This is an optimization exercise on Yosys and OpenROAD, whose aim is small area, a short achievable clock period and few clock cycles per item, not a production implementation.
In this exercise RTL edits were held to simulation tests only and were not proved equivalent to the original.
Power figures rest on the tool's default switching activity, not on a simulated workload.

==> onyx: inputs <==
// layer_top
module layer_top (
  input  logic  clk,
  input  logic  reset,
  input  logic  s_valid,
  output logic  s_ready,
  input  layer_pkg::data_t data_in,
  output logic  m_valid,
  input  logic  m_ready,
  output layer_pkg::data_t data_out
);
  logic       in_xfer;     
  logic       x_load;      
  logic [15:0] out_j;      
  logic       issue;       
  logic       out_en;      
  logic       out_fifo;    
  localparam int DEPTH = 2;   
  localparam int NF = DEPTH + 1;
  logic [NF-1:0] fifo_wr;  
  logic [NF-1:0] fifo_rd;  
  layer_sequencer #(.DEPTH(DEPTH), .NF(NF)) i_sequencer (
    .clk      (clk),
    .reset    (reset),
    .s_valid  (s_valid),
    .s_ready  (s_ready),
    .m_ready  (m_ready),
    .m_valid  (m_valid),
    .in_xfer  (in_xfer),
    .x_load   (x_load),
    .out_j    (out_j),
    .issue    (issue),
    .out_en   (out_en),
    .out_fifo (out_fifo),
    .fifo_wr  (fifo_wr),
    .fifo_rd  (fifo_rd)
  );
  layer_datapath #(.NF(NF)) i_datapath (
    .clk      (clk),
    .in_xfer  (in_xfer),
    .data_in  (data_in),
    .x_load   (x_load),
    .out_j    (out_j),
    .issue    (issue),
    .out_en   (out_en),
  ...
==> flow/config.mk <==
export PLATFORM = sky130hd
export DESIGN_NAME = layer_top
export DESIGN_NICKNAME = layer_top
export VERILOG_FILES = /design/flow/design.v
export SDC_FILE = /design/flow/constraint.sdc
export NUM_CORES = 4
export LEC_CHECK = 0
export CAP_MARGIN = 20
export CORE_MARGIN = 2
export CORE_UTILIZATION = 55
export CTS_CLUSTER_DIAMETER = 120
export CTS_CLUSTER_SIZE = 20
export PLACE_DENSITY = 0.7
export SETUP_SLACK_MARGIN = 5
export SLEW_MARGIN = 20
==> flow/constraint.sdc <==
create_clock -name core_clock -period 8.0 [get_ports {clk}]
set_input_delay 1.6000 -clock core_clock [delete_from_list [all_inputs] [get_ports {clk}]]
set_output_delay 1.6000 -clock core_clock [all_outputs]
set_load 0.01 [all_outputs]
standard.sh (not shown) runs the stock make flow with config.mk's settings and CLKGATE_MAP_FILE= SYNTH_SCRIPT=/design/flow/synth_recipe.tcl, a recipe that flattens the netlist after the stock synthesis.
==> flow/flow/run.sh <==
#!/bin/bash
# The standard layout with two changes:
# - Yosys's synth runs without its quick ABC pass (-noabc), so the adder tree reaches
#   extract_fa as written and maps to full and half adder cells without inverters
#   between them. The rest of synthesis (including the final ABC mapping) is standard.
# - The port buffers are buf_2 cells instead of the delay cells buffer_ports picks.
# Every other step is the standard one. Each tool's output is in flow_make.log and in
# ORFS's own logs under orfs/logs.
set -euo pipefail
cd "$(dirname "$0")/.."
sed '1s/yosys synth -nofsm -noshare /yosys synth -nofsm -noshare -noabc /' synth_recipe.tcl > noabc_synth.tcl
grep -q -- '-noabc' noabc_synth.tcl
sed "s#SYNTH_SCRIPT=[^ ]*#SYNTH_SCRIPT=$PWD/noabc_synth.tcl 'BUFFER_PORTS_ARGS=-buffer_cell sky130_fd_sc_hd__buf_2'#" standard.sh > noabc_standard.sh
grep -q 'noabc_synth.tcl' noabc_standard.sh
bash noabc_standard.sh > flow_make.log 2>&1
test -f out/final.def
==> quartz: changes against onyx <==
--- a/flow/flow/run.sh
+++ b/flow/flow/run.sh
@@ -5,4 +5,5 @@
 #   between them. The rest of synthesis (including the final ABC mapping) is standard.
 # - The port buffers are buf_2 cells instead of the delay cells buffer_ports picks.
+# - Timing repair aims for a setup slack of 5.15 ns; the clock and its constraints are unchanged.
 # Every other step is the standard one. Each tool's output is in flow_make.log and in
 # ORFS's own logs under orfs/logs.
@@ -11,5 +12,5 @@
 sed '1s/yosys synth -nofsm -noshare /yosys synth -nofsm -noshare -noabc /' synth_recipe.tcl > noabc_synth.tcl
 grep -q -- '-noabc' noabc_synth.tcl
-sed "s#SYNTH_SCRIPT=[^ ]*#SYNTH_SCRIPT=$PWD/noabc_synth.tcl 'BUFFER_PORTS_ARGS=-buffer_cell sky130_fd_sc_hd__buf_2'#" standard.sh > noabc_standard.sh
+sed "s#SYNTH_SCRIPT=[^ ]*#SYNTH_SCRIPT=$PWD/noabc_synth.tcl 'BUFFER_PORTS_ARGS=-buffer_cell sky130_fd_sc_hd__buf_2' SETUP_SLACK_MARGIN=5.15#" standard.sh > noabc_standard.sh
 grep -q 'noabc_synth.tcl' noabc_standard.sh
 bash noabc_standard.sh > flow_make.log 2>&1
--- a/flow/config.mk
+++ b/flow/config.mk
@@ -8,8 +8,7 @@
 export CAP_MARGIN = 20
 export CORE_MARGIN = 2
-export CORE_UTILIZATION = 55
-export CTS_CLUSTER_DIAMETER = 120
-export CTS_CLUSTER_SIZE = 20
-export PLACE_DENSITY = 0.7
-export SETUP_SLACK_MARGIN = 5
+export CORE_UTILIZATION = 40
+export CTS_CLUSTER_DIAMETER = 100
+export CTS_CLUSTER_SIZE = 26
+export PLACE_DENSITY = 0.6
 export SLEW_MARGIN = 20
==> notes <==
In onyx the register-to-register slack is worse than in quartz, by 0.20 ns.
Against quartz, the cell count of onyx is lower by 9.6%.
In quartz the clock-buffer cell count is lower than in onyx, by 20.
Area after synthesis is the same in onyx and quartz.
Routed wire length: onyx is lower than quartz (2.0%).
Against quartz, the worst setup slack of onyx is worse by 0.20 ns.
Against quartz, the combinational power of onyx is smaller by about 16%.
Against onyx, the non-clock buffer count of quartz is higher by 53.
Via count: onyx is larger than quartz (about 0.6%).
Global-route usage: quartz is lower than onyx (8.9 points).
Critical path depth is the same in onyx and quartz.
==> figures <==
Status: onyx no timing/DRC/antenna violations; quartz no timing/DRC/antenna violations
Final wirelength: onyx 102400 um; quartz 104500 um
M3 GR Usage: onyx 0.06624; quartz 0.03889
Combinational gate power: onyx 661 uW; quartz 784 uW
Ratio of layout area to synthesized area: onyx 1.0545x; quartz 1.0998x
Endpoint required time on the critical path: onyx 8.46 ns; quartz 8.53 ns
Most common cell type on the critical path: onyx sky130_fd_sc_hd__fa_2; quartz sky130_fd_sc_hd__xnor2_1
Total power divided by cell area: onyx 174.5 nW/um^2; quartz 175.0 nW/um^2
Count of fill cells added during filler insertion: onyx 4625; quartz 7147
First-pass GRT wire length: onyx 145300 um; quartz 148800 um
Total met3 wirelength after detailed routing: onyx 9238 um; quartz 8274 um
Standard-cell row count: onyx 88; quartz 103
Total Die Area: onyx 60220 um^2; quartz 82400 um^2
Starting density of the core: onyx 0.5555; quartz 0.4050
R2r startpoint: onyx i_datapath.i_engine.r1_q[83]; quartz i_datapath.i_engine.r1_q[85]
Number of cells in the finished layout apart from fillers: onyx 3147; quartz 3481
Sequential cell area: onyx 14760 um^2; quartz 14810 um^2
Crit path setup slack, layout: onyx 4.937 ns; quartz 5.136 ns
Net switching fraction of the power: onyx 0.2476; quartz 0.2562
Flop-to-flop setup slack: onyx 4.94 ns; quartz 5.14 ns
Maximum clock frequency: onyx 326.4 MHz; quartz 349.2 MHz
Start point of the critical path: onyx i_datapath.i_engine.r1_q[83]; quartz i_datapath.i_engine.r1_q[85]
Post-layout net count: onyx 2732; quartz 2786
Testbench counts of onyx, summed over its fixed seeds: cycles 3,160, vectors 192.
Testbench counts of quartz, summed over its fixed seeds: cycles 3,160, vectors 192.

-- port drivers added, routing unchanged --
No port has a modelled driver above. Below, the same layouts with a new extraction and two added sets of constraints.
Step 1 sets driving cells, clkbuf_16 on the clock port and buf_2 on the other inputs (assumed; they add their load-dependent delay and slew).
Step 2 adds t to the input delays and takes it off the output delays; t is the mean of the earliest and latest rising clock arrival at the registers after step 1. Input paths then give back, and output paths get back, about the clock's delay inside the block.
Slacks: ideal / step 1 / step 2; pairs: ideal / step 1.
| run | shift t [ns] | setup slack, ns | latest minus earliest clock arrival (ns) | worst data-port slew with drivers (ns) |
|---|---|---|---|---|
| onyx | 0.653 | 4.937 / 4.937 / 4.541 | 0.058 / 0.058 | 0.04 |
| quartz | 0.654 | 5.136 / 5.136 / 4.781 | 0.034 / 0.034 | 0.04 |
After both steps every run listed still meets setup and hold. For onyx, which loses most, drivers alone change the setup slack by 0.000 ns; drivers and shift together by -0.396 ns.
